Background: an optimization exercise with open tools, aiming at small area. Do not read the settings as production practice. The RTL was checked by simulation tests, not by an equivalence proof against the original design. Power figures rest on the tool's default switching activity, not on a simulated workload.

==> design.v <==
`timescale 1ns/1ps
module absdiff3 (input logic [2:0] x, input logic [2:0] y, output logic [2:0] a, output logic neg);
    logic b1, p1, d1, b2, p2, d2, t1, t2;
    g_xor2  u0 (.a(x[0]), .b(y[0]), .y(a[0]));
    g_nor2b u1 (.a(x[0]), .bn(y[0]), .y(b1));
    g_xor2  u2 (.a(x[1]), .b(y[1]), .y(p1));
    g_xor2  u3 (.a(p1), .b(b1), .y(d1));
    g_mux2  u4 (.s(p1), .a0(b1), .a1(y[1]), .y(b2));
    g_xor2  u5 (.a(x[2]), .b(y[2]), .y(p2));
    g_xor2  u6 (.a(p2), .b(b2), .y(d2));
    g_mux2  u7 (.s(p2), .a0(b2), .a1(y[2]), .y(neg));
    g_and2  u8 (.a(neg), .b(a[0]), .y(t1));
    g_xor2  u9 (.a(d1), .b(t1), .y(a[1]));
    g_o21a  u10 (.a1(a[0]), .a2(d1), .b(neg), .y(t2));
    g_xor2  u11 (.a(d2), .b(t2), .y(a[2]));
endmodule
module legal_glue (input logic [2:0] ah, input logic [2:0] av, input logic vneg, input logic [2:0] sr,
                   input logic side, input logic [2:0] skind, input logic dst_empty, input logic mid_empty, output logic legal);
    wire hle1 = !(ah[2] | ah[1]);
    wire vle1 = !(av[2] | av[1]);
    wire h0 = hle1 & !ah[0];
    wire h1 = hle1 & ah[0];
    wire v0 = vle1 & !av[0];
    wire v1 = vle1 & av[0];
    wire h2 = !ah[2] & ah[1] & !ah[0];
    wire v2 = !av[2] & av[1] & !av[0];
    wire diag = (ah == av);
    wire line = h0 | v0;
    wire fwd  = side ^ vneg;
    wire home = (sr == {!side, !side, side});
    wire pawn = (h0 & dst_empty & fwd & (v1 | (v2 & home & mid_empty))) | (h1 & fwd & v1 & !dst_empty);
    wire knight = (h2 & v1) | (h1 & v2);
    wire king = hle1 & vle1;
    wire [2:0] k = skind;
    assign legal = (!k[2] & !k[1] & pawn) | (!k[2] & k[1] & !k[0] & knight)
                 | (k[0] & (k[1] ^ k[2]) & diag) | (k[2] & !k[1] & line) | (k[2] & k[1] & king);
endmodule
module g_inv   (input logic a, output logic y); assign y = !a; endmodule
module g_xor2  (input logic a, b, output logic y); assign y = a ^ b; endmodule
module g_xnor2 (input logic a, b, output logic y); assign y = !(a ^ b); endmodule
module g_nand2 (input logic a, b, output logic y); assign y = !(a & b); endmodule
module g_nor2  (input logic a, b, output logic y); assign y = !(a | b); endmodule
module g_and2  (input logic a, b, output logic y); assign y = a & b; endmodule
module g_or2   (input logic a, b, output logic y); assign y = a | b; endmodule
module g_nor2b (input logic a, bn, output logic y); assign y = !a & bn; endmodule
module g_nand3 (input logic a, b, c, output logic y); assign y = !(a & b & c); endmodule
module g_nor3  (input logic a, b, c, output logic y); assign y = !(a | b | c); endmodule
module g_and3  (input logic a, b, c, output logic y); assign y = a & b & c; endmodule
module g_and4  (input logic a, b, c, d, output logic y); assign y = a & b & c & d; endmodule
module g_nand4 (input logic a, b, c, d, output logic y); assign y = !(a & b & c & d); endmodule
module g_mux2  (input logic s, a0, a1, output logic y); assign y = s ? a1 : a0; endmodule
module g_o21a  (input logic a1, a2, b, output logic y); assign y = (a1 | a2) & b; endmodule
module g_a21oi (input logic a1, a2, b, output logic y); assign y = !((a1 & a2) | b); endmodule
module g_o21ai (input logic a1, a2, b, output logic y); assign y = !((a1 | a2) & b); endmodule
module g_a22oi (input logic a1, a2, b1, b2, output logic y); assign y = !((a1 & a2) | (b1 & b2)); endmodule
module g_a222oi (input logic a1, a2, b1, b2, c1, c2, output logic y); assign y = !((a1 & a2) | (b1 & b2) | (c1 & c2)); endmodule
`timescale 1ns/1ps
module dec3n (
    input  logic [2:0] a,
    output logic [7:0] yn
);
    for (genvar r = 0; r < 8; r++) begin : g
        assign yn[r] = !(a == 3'(r));
    end
endmodule
module dec3n_en (
    input  logic [2:0] a,
    input  logic       en,
    input  logic       force_all,
    output logic [7:0] yn
);
    for (genvar r = 0; r < 8; r++) begin : g
        assign yn[r] = !(force_all || (en && a == 3'(r)));
    end
endmodule
module nor2_cell (
    input  logic a,
    input  logic b,
    output logic y
);
    assign y = !(a || b);
endmodule
module aoi222_cell (
    input  logic a0, b0, a1, b1, a2, b2,
    output logic y
);
    assign y = !((a0 && b0) || (a1 && b1) || (a2 && b2));
endmodule
module onehot64 (
    input  logic [7:0]  rn,
    input  logic [7:0]  cn,
    output logic [63:0] oh
);
    for (genvar i = 0; i < 64; i++) begin : g
        nor2_cell u (.a(rn[i / 8]), .b(cn[i % 8]), .y(oh[i]));
    end
endmodule
module rd_bit (
    input  logic [63:0] oh,
    input  logic [63:0] d,
    output logic        y
);
    logic [21:0] t;
    for (genvar k = 0; k < 21; k++) begin : g
        aoi222_cell u (
            .a0(oh[3 * k]),     .b0(d[3 * k]),
            .a1(oh[3 * k + 1]), .b1(d[3 * k + 1]),
            .a2(oh[3 * k + 2]), .b2(d[3 * k + 2]),
            .y (t[k])
        );
    end
    assign t[21] = !(oh[63] && d[63]);
    assign y = !(&t);
endmodule
module dec3 (
    input  logic [2:0] a,
    output logic [7:0] y
);
    for (genvar r = 0; r < 8; r++) begin : g
        assign y[r] = (a == 3'(r));
    end
endmodule
module sel8_tail (
    input  logic t0n, t1n, s6, d6, s7, d7,
    output logic y
);
    assign y = !(t0n && t1n && !(s6 && d6) && !(s7 && d7));
endmodule
module sel8 (
    input  logic [7:0] s,
    input  logic [7:0] d,
    output logic       y
);
    logic [1:0] t;
    aoi222_cell u0 (.a0(s[0]), .b0(d[0]), .a1(s[1]), .b1(d[1]), .a2(s[2]), .b2(d[2]), .y(t[0]));
    aoi222_cell u1 (.a0(s[3]), .b0(d[3]), .a1(s[4]), .b1(d[4]), .a2(s[5]), .b2(d[5]), .y(t[1]));
    sel8_tail   u2 (.t0n(t[0]), .t1n(t[1]), .s6(s[6]), .d6(d[6]), .s7(s[7]), .d7(d[7]), .y(y));
endmodule
module board_read (
    input  logic [5:0]   a,
    input  logic [255:0] board,
    output logic [3:0]   q
);
    logic [7:0] ro, co;
    dec3 u_row (.a(a[5:3]), .y(ro));
    dec3 u_col (.a(a[2:0]), .y(co));
    for (genvar b = 0; b < 4; b++) begin : g
        logic [7:0] rv;
        for (genvar r = 0; r < 8; r++) begin : rw
            logic [7:0] d;
            for (genvar c = 0; c < 8; c++) begin : s
                assign d[c] = board[4 * (8 * r + c) + b];
            end
            sel8 u (.s(co), .d(d), .y(rv[r]));
        end
        sel8 u (.s(ro), .d(rv), .y(q[b]));
    end
endmodule
module board_wsel (
    input  logic [5:0]  a,
    input  logic        en,
    input  logic        force_all,
    output logic [63:0] we
);
    logic [7:0] rn, cn;
    dec3n_en u_row (.a(a[5:3]), .en(en),   .force_all(force_all), .yn(rn));
    dec3n_en u_col (.a(a[2:0]), .en(1'b1), .force_all(force_all), .yn(cn));
    onehot64 u_oh  (.rn(rn), .cn(cn), .oh(we));
endmodule
`timescale 1ns/1ps
module chess_top #(
    parameter logic [5:0] CURSOR_START = {3'd6, 3'd4}  
) (
    input  logic       CLK,
    input  logic       RESET,
    input  logic       cmd_req,
    input  logic [2:0] cmd,         
    input  logic [5:0] peek_sq,     
    output logic       cmd_ack,
    output logic [3:0] peek_piece,  
    output logic [5:0] cursor,      
    output logic [5:0] selected,    
    output logic       piece_held,
    output logic       side         
);
    localparam logic [255:0] INIT =
        256'h42365324111111110000000000000000000000000000000099999999cabedbac;
    logic [1:0]   st;
    logic [2:0]   op;      
    logic         selp;    
    logic [2:0]   skind;   
    logic         fresh;   
    logic [255:0] board;
    wire busy = st[1];
    always_ff @(posedge CLK or posedge RESET) begin
        if (RESET) begin
            cmd_ack <= 1'b0;
            op      <= 3'd7;
            selp    <= 1'b0;
        end else begin
            cmd_ack <= cmd_req && (cmd_ack || !busy);
            op      <= (!cmd_ack && cmd_req && !busy) ? cmd : 3'd7;
            selp    <= !cmd_ack && cmd_req && !busy && cmd == 3'd4;
        end
    end
    function automatic logic [2:0] inc3(input logic [2:0] x);
        case (x)
            3'd0: inc3 = 3'd1; 3'd1: inc3 = 3'd2; 3'd2: inc3 = 3'd3; 3'd3: inc3 = 3'd4;
            3'd4: inc3 = 3'd5; 3'd5: inc3 = 3'd6; default: inc3 = 3'd7;
        endcase
    endfunction
    function automatic logic [2:0] dec3(input logic [2:0] x);
        case (x)
            3'd7: dec3 = 3'd6; 3'd6: dec3 = 3'd5; 3'd5: dec3 = 3'd4; 3'd4: dec3 = 3'd3;
            3'd3: dec3 = 3'd2; 3'd2: dec3 = 3'd1; default: dec3 = 3'd0;
        endcase
    endfunction
    always_ff @(posedge CLK or posedge RESET) begin
        if (RESET) begin
            cursor <= CURSOR_START;
        end else begin
            case (op)
                3'd0: cursor[2:0] <= dec3(cursor[2:0]);
                3'd1: cursor[2:0] <= inc3(cursor[2:0]);
                3'd2: cursor[5:3] <= dec3(cursor[5:3]);
                3'd3: cursor[5:3] <= inc3(cursor[5:3]);
                default: ;
            endcase
        end
    end
    wire       sel_pulse = selp;
    wire [2:0] rd_row    = sel_pulse ? cursor[5:3] : (side ? 3'd2 : 3'd5);
    wire [3:0] cur;
    logic      mid_empty;
    board_read u_cur (.a({rd_row, cursor[2:0]}), .board(board), .q(cur));
    always_ff @(posedge CLK) begin
        if (!sel_pulse)
            mid_empty <= fresh || (cur[2:0] == 3'd0);
    end
    wire       dst_empty = (cur[2:0] == 3'd0);
    wire       cur_own   = !dst_empty && (cur[3] == side);
    wire [2:0] ah, av;
    wire       hneg, vneg;
    logic      legal;
    absdiff3   u_h (.x(cursor[2:0]), .y(selected[2:0]), .a(ah), .neg(hneg));
    absdiff3   u_v (.x(cursor[5:3]), .y(selected[5:3]), .a(av), .neg(vneg));
    legal_glue u_g (
        .ah(ah), .av(av), .vneg(vneg), .sr(selected[5:3]), .side(side), .skind(skind),
        .dst_empty(dst_empty), .mid_empty(mid_empty), .legal(legal)
    );
    wire select_hit = sel_pulse;
    wire pick       = select_hit && cur_own;  
    always_ff @(posedge CLK or posedge RESET) begin
        if (RESET) begin
            st       <= 2'd0;
            side     <= 1'b0;
            selected <= '0;
        end else begin
            if (pick)
                selected <= cursor;
            case (st)
                2'd0: if (pick) st <= 2'd1;
                2'd1: if (select_hit && !cur_own && legal) st <= 2'd2;
                2'd2: st <= 2'd3;
                2'd3: begin
                    side <= !side;
                    st   <= 2'd0;
                end
            endcase
        end
    end
    always_ff @(posedge CLK) begin
        if (pick)
            skind <= cur[2:0];
    end
    assign piece_held = (st == 2'd1);
    always_ff @(posedge CLK or posedge RESET) begin
        if (RESET) fresh <= 1'b1;
        else       fresh <= 1'b0;
    end
    wire [5:0]  wa = st[0] ? selected : cursor;
    wire [3:0]  wd = st[0] ? 4'd0 : {side, skind};
    wire [63:0] we;
    board_wsel u_wsel (.a(wa), .en(busy), .force_all(fresh), .we(we));
    wire [3:0] wd0 = wd & {4{!fresh}};
    wire [3:0] wd1 = wd | {4{fresh}};
    always_ff @(posedge CLK) begin
        for (int i = 0; i < 64; i++) begin
            if (we[i])
                for (int b = 0; b < 4; b++)
                    board[4 * i + b] <= INIT[4 * i + b] ? wd1[b] : wd0[b];
        end
    end
    wire [3:0] peek_q;
    board_read u_peek (.a(peek_sq), .board(board), .q(peek_q));
    assign peek_piece = fresh ? INIT[{peek_sq, 2'b00} +: 4] : peek_q;
endmodule
==> flow/run.sh <==
#!/bin/bash
# The standard layout (standard.sh), with two changes passed to ORFS through
# its environment: port buffers are buf_1 cells instead of the delay buffer
# buffer_ports picks on its own, and clock tree synthesis adds no dummy
# loads and uses clkbuf_8 cells for clusters of at most 15 flip-flops.
# Every tool's full output stays in ORFS's own log folder (orfs/logs); the
# make output goes to standard.log.
set -uo pipefail
export BUFFER_PORTS_ARGS="-buffer_cell sky130_fd_sc_hd__buf_1"
export CTS_ARGS="-sink_clustering_enable -repair_clock_nets -dont_use_dummy_load -buf_list sky130_fd_sc_hd__clkbuf_8 -sink_clustering_size 15 -sink_clustering_max_diameter 60"
bash standard.sh > standard.log 2>&1
==> standard.sh <==
#!/bin/bash
# synth_recipe.tcl (not shown) runs the flow's synth.tcl, then flattens the netlist and writes it again
# the make line also repeats each setting of config.mk as NAME=value (left out here)
make -C /OpenROAD-flow-scripts/flow DESIGN_CONFIG=/design/flow/config.mk WORK_HOME=/design/flow/orfs CLKGATE_MAP_FILE= SYNTH_SCRIPT=/design/flow/synth_recipe.tcl "${@:-finish}"
==> config.mk <==
export PLATFORM = sky130hd
export DESIGN_NAME = chess_top
export DESIGN_NICKNAME = chess_top
export VERILOG_FILES = /design/flow/design.v
export SDC_FILE = /design/flow/constraint.sdc
export NUM_CORES = 4
export LEC_CHECK = 0
export CAP_MARGIN = 20
export CELL_PAD_IN_SITES_DETAIL_PLACEMENT = 1
export CELL_PAD_IN_SITES_GLOBAL_PLACEMENT = 1
export CORE_MARGIN = 2
export CORE_UTILIZATION = 60
export CTS_BUF_LIST = sky130_fd_sc_hd__clkbuf_8
export CTS_CLUSTER_DIAMETER = 60
export CTS_CLUSTER_SIZE = 15
export SLEW_MARGIN = 20
export SYNTH_HIERARCHICAL = 1
export SYNTH_MINIMUM_KEEP_SIZE = 0
==> constraint.sdc <==
create_clock -name core_clock -period 5.5 [get_ports {CLK}]
set_input_delay 1.1000 -clock core_clock [delete_from_list [all_inputs] [get_ports {CLK}]]
set_output_delay 1.1000 -clock core_clock [all_outputs]
set_load 0.01 [all_outputs]
==> results.rst <==
.. list-table::
   :header-rows: 1

   * - Metric
     - Value
   * - Run status
     - no timing/DRC/antenna violations
   * - Kind of start point of the critical path
     - flip-flop
   * - Area of the die
     - roughly 22000 um2
   * - Number of placed instances, taps included
     - 1192
   * - Cell area after layout
     - ~14000 um2
   * - Wire length of the first global-routing pass
     - approximately 63 mm
   * - Power per standard cell area
     - 424 nW/um2
   * - Cts hold-fix bufs
     - 0
   * - Final setup vio count
     - 0
   * - IO Port Bufs
     - 30
   * - Register bit count reported by yosys
     - 281
   * - Detailed Route Iter0 Violations
     - 1988
   * - Drt pass-1 iters
     - 11
   * - Smallest setup slack after layout
     - approximately 180 ps
   * - Cell-by-cell trace of the critical path
     - and3b_2 -> a222oi_1 -> nand3_1 -> a222oi_1 -> nand3_1 -> nor3_1 -> nand4b_1 -> o41ai_1 -> a41o_2 -> nand4b_1 -> o221a_1 -> mux2_4
   * - Largest buffer count on any clock path
     - 3
   * - Worst-Skew Late Latency
     - 570 ps
   * - Post-Syn Area
     - 12600 um2
   * - Maximum number of pins on one net before global-route repair
     - 57
   * - Leak pwr
     - 4.56 nW
   * - Final worst-path cycle share
     - 96.8%
   * - Number of antenna violations at the first check in global routing
     - 0
   * - Area used by multi-input combinational logic
     - about 4300 um2
   * - Hold slack final
     - 522 ps
   * - HP Class
     - flip-flop to flip-flop
   * - Synth async-reset ratio
     - 7.47%
   * - Slew Viols, Final
     - 0
   * - Longest individual stage delay on the worst path
     - 680 ps
   * - Average wire length per cell after detail routing
     - 35.2 um
   * - Start of the worst register-to-register path
     - cursor[0]
   * - Num CTS Buffers
     - 23
   * - Final antenna-violating net count
     - 0
   * - Worst Max-Slew Pin Slew
     - between 1000 and 1500 ps
   * - Placement-stage cell area
     - 13200 um2
   * - Endpoint of the worst-slack reg-to-reg timing path
     - st[1]
   * - Standard-cell rows
     - 53
   * - Routed via count
     - 9856
   * - Cell types with the largest area share after synthesis
     - edfxtp_1, a222oi_1, a22oi_1
   * - Number of nets at the end of the flow
     - 964
   * - CP max stage cell
     - dfrtp_1
   * - Layout overhead on the synthesized area
     - 7.64%
   * - Fraction of the yosys area taken by sequential cells
     - 66.1%
   * - Headroom to the max-slew limit
     - around a fifth
   * - Most frequent cells after synthesis
     - edfxtp_1, a222oi_1, nor2_1
   * - Unrepaired setup endpoints after global routing
     - no
   * - Post-synthesis instance total
     - between 800 and 900
   * - Peak supply drop
     - about 0.00027 V
   * - Sum of negative setup slack
     - 0 ps
   * - ANT cells
     - 0
   * - CTS-repair resized insts
     - 0
   * - Estimated wirelength of the detail-placed design
     - 28.2 mm
   * - Post-placement worst setup slack
     - around 360 ps
   * - Total power
     - about 5.8 mW
   * - Clock transition at path regs
     - 100 ps
   * - Worst hold path stage count
     - 1
   * - CTS HTree Levels
     - 1
   * - Leading area contributor after synthesis
     - edfxtp_1
   * - Top cell family by delay on the critical path
     - compound AO/OA/AOI/OAI gates
   * - Worst Hold End
     - cmd_ack
   * - Area of the core
     - 20800 um2
   * - Final instance count without filler cells
     - 1215
   * - RD Place Congestion
     - 1.03
   * - Utilization after layout
     - 65.3%
   * - Post-CTS setup buffer count
     - 0
   * - Capturing element type of the critical path
     - flip-flop
   * - Number of inserted filler cells in the final layout
     - 1962
   * - Critical Path AT
     - 5790 ps
   * - Most numerous cell in the Yosys netlist
     - edfxtp_1
   * - Combined global-route utilization of all metal layers
     - roughly two fifths
   * - Leftover overflow at the end of global routing
     - 0
   * - Number of hold violations in the final report
     - 0
   * - FF/Latch Area
     - 8340 um2
   * - Via-per-instance ratio
     - between 8 and 9
   * - Y dimension of the die
     - approximately 150 um
   * - Syn avg cell area
     - approximately 14 um2
   * - Reg2reg path depth
     - 12
   * - Fraction of layout cells with a size suffix above 1
     - 10.5%
   * - Clock Tree Root
     - clkbuf_8
   * - Total Routed Length
     - 42.8 mm
   * - First element of the critical path
     - cursor[0]
   * - Min Tclk post-route
     - 5320 ps
   * - Area share of the largest cell type after synthesis
     - 61.8%
   * - Sinks on Clock Net
     - around 280
   * - Fin Clk Skew
     - 25.9 ps
   * - Register-to-Register Setup Slack
     - around 180 ps
   * - CP Buf/Inv Count
     - 0
   * - DRC errors left
     - 0
   * - Most instantiated flip-flop cell in the synthesis netlist
     - edfxtp_1
   * - Maximum clock frequency
     - 188 MHz
   * - Startpoint of the lowest-slack hold path
     - cmd_ack
   * - Endpoint required time on the critical path
     - 5960 ps
   * - Synthesis Warnings
     - 7
   * - Post-synth cell types
     - 50
   * - Crit Path Class
     - flip-flop to flip-flop
   * - Total I/O pin count
     - 31
   * - Number of enable-type register cells in the synthesized netlist
     - 260
   * - Die Span X
     - 149 um
   * - Number of global-route vias before repair
     - ~9800
   * - Worst-path fanout max
     - 32
   * - Max cap viols
     - 0
   * - Initial standard-cell utilization of the core
     - approximately 60%
   * - TritonCTS clock tree
     - yes
## worst max-delay path by stage
stage               endpoint  slack, ps  cells past startpoint
2_1_floorplan  peek_piece[2]        620                      7
3_3_place_gp           st[1]        640                     12
3_5_place_dp           st[1]        360                     12
4_1_cts                st[1]        330                     12
5_1_grt                st[1]         50                     13
6_report               st[1]        180                     12
## final cells by class
type	instances	area share [%]
Tap cell	275	2.53
Clock buffer	23	2.33
Timing Repair Buffer	44	1.60
Inverter	14	0.387
Multi-Input combinational cell	578	31.8
Sequential cell	281	61.4
## per-module statistics from Yosys, one instance, submodules excluded, a selection
module | times used | cells inside
nor2_cell | 64 | 1
aoi222_cell | 144 | 1
g_mux2 | 4 | 1
g_xor2 | 14 | 1
chess_top | 1 | 412
sel8_tail | 72 | 2
legal_glue | 1 | 31
dec3n_en | 2 | 13
dec3 | 4 | 8
## per-layer routing
layer	share of wire, %	up-vias	track usage (%)
met5	0	-	0
met4	6.0	0	18.8
met1	35	4871	51.9
li1	-	3980	-
met3	12	191	5.90
met2	47	814	62.6
## registers in the layout, indices dropped and copies added (netlist names)
signal	count
selp	1
cursor	6
skind	3
op	3
selected	6
side	1
fresh	1
cmd_ack	1
st	2
mid_empty	1
board	256
## where the power goes
part | switching [mW] | internal [mW]
Combinational | 1.16 | 0.530
Sequential | 0.282 | 2.75
Clock | 0.665 | 0.375
Total | 2.11 | 3.65
## logic make-up after synthesis
group,count (synthesis),share of synthesized area [%]
flip-flops,281,66.1
buffers and inverters,23,0.694
multiplexers,15,1.46
XOR/XNOR,21,1.46
other,2,0.0595
AO/OA/AOI/OAI,277,18.7
adder cells (fa/ha/maj),10,0.991
AND/OR/NAND/NOR,249,10.6
## layout by cell type (no fill, tap or decap), drive strengths merged, types with 2 or more instances in the layout
cell type,Yosys,layout
a222oi,144,144
nand2,15,15
mux2i,3,3
nand2b,5,5
xor2,21,21
and4bb,2,2
ha,10,10
buf,3,44
and3,5,5
nor3,11,11
or2,2,2
conb,2,6
mux2,12,12
a221o,2,2
o22ai,4,4
o21ai,13,13
nor2b,8,8
nor2,79,79
nand3,78,78
nand4b,2,2
nand4,2,2
and2b,3,3
o21a,3,3
a41oi,2,2
and2,6,6
dfrtp,14,14
inv,14,14
nor3b,14,14
edfxtp,260,260
a21o,5,5
a22oi,73,73
or3,2,2
and3b,12,12
a31oi,10,10
clkbuf,6,23
dfstp,7,7
a21oi,18,18

afterwards: timing with drivers on the ports:
Ports are ideal in the flow. The routed layout listed here was re-timed in OpenROAD.
Step 1, drivers: a clkbuf_16 drives CLK and a buf_2 each remaining input, both assumed.
Step 2, shift: input delay + t, output delay - t, t = (earliest + latest rising clock arrival at the registers) / 2. This alone moves slack from input paths to output paths.
Slacks: ideal / step 1 / step 2; pairs: ideal / step 1.
shift t [ns]: 0.603
setup WS [ns]: 0.177 / 0.177 / 0.177
hold WS [ns]: 0.522 / 0.522 / 0.522
worst data-port slew with drivers (ns): 0.05
cell pins on the clock port's net: 1
After both steps setup and hold are still met in this run. For this run, drivers alone change the setup slack by 0.000 ns; drivers and shift together by 0.000 ns.
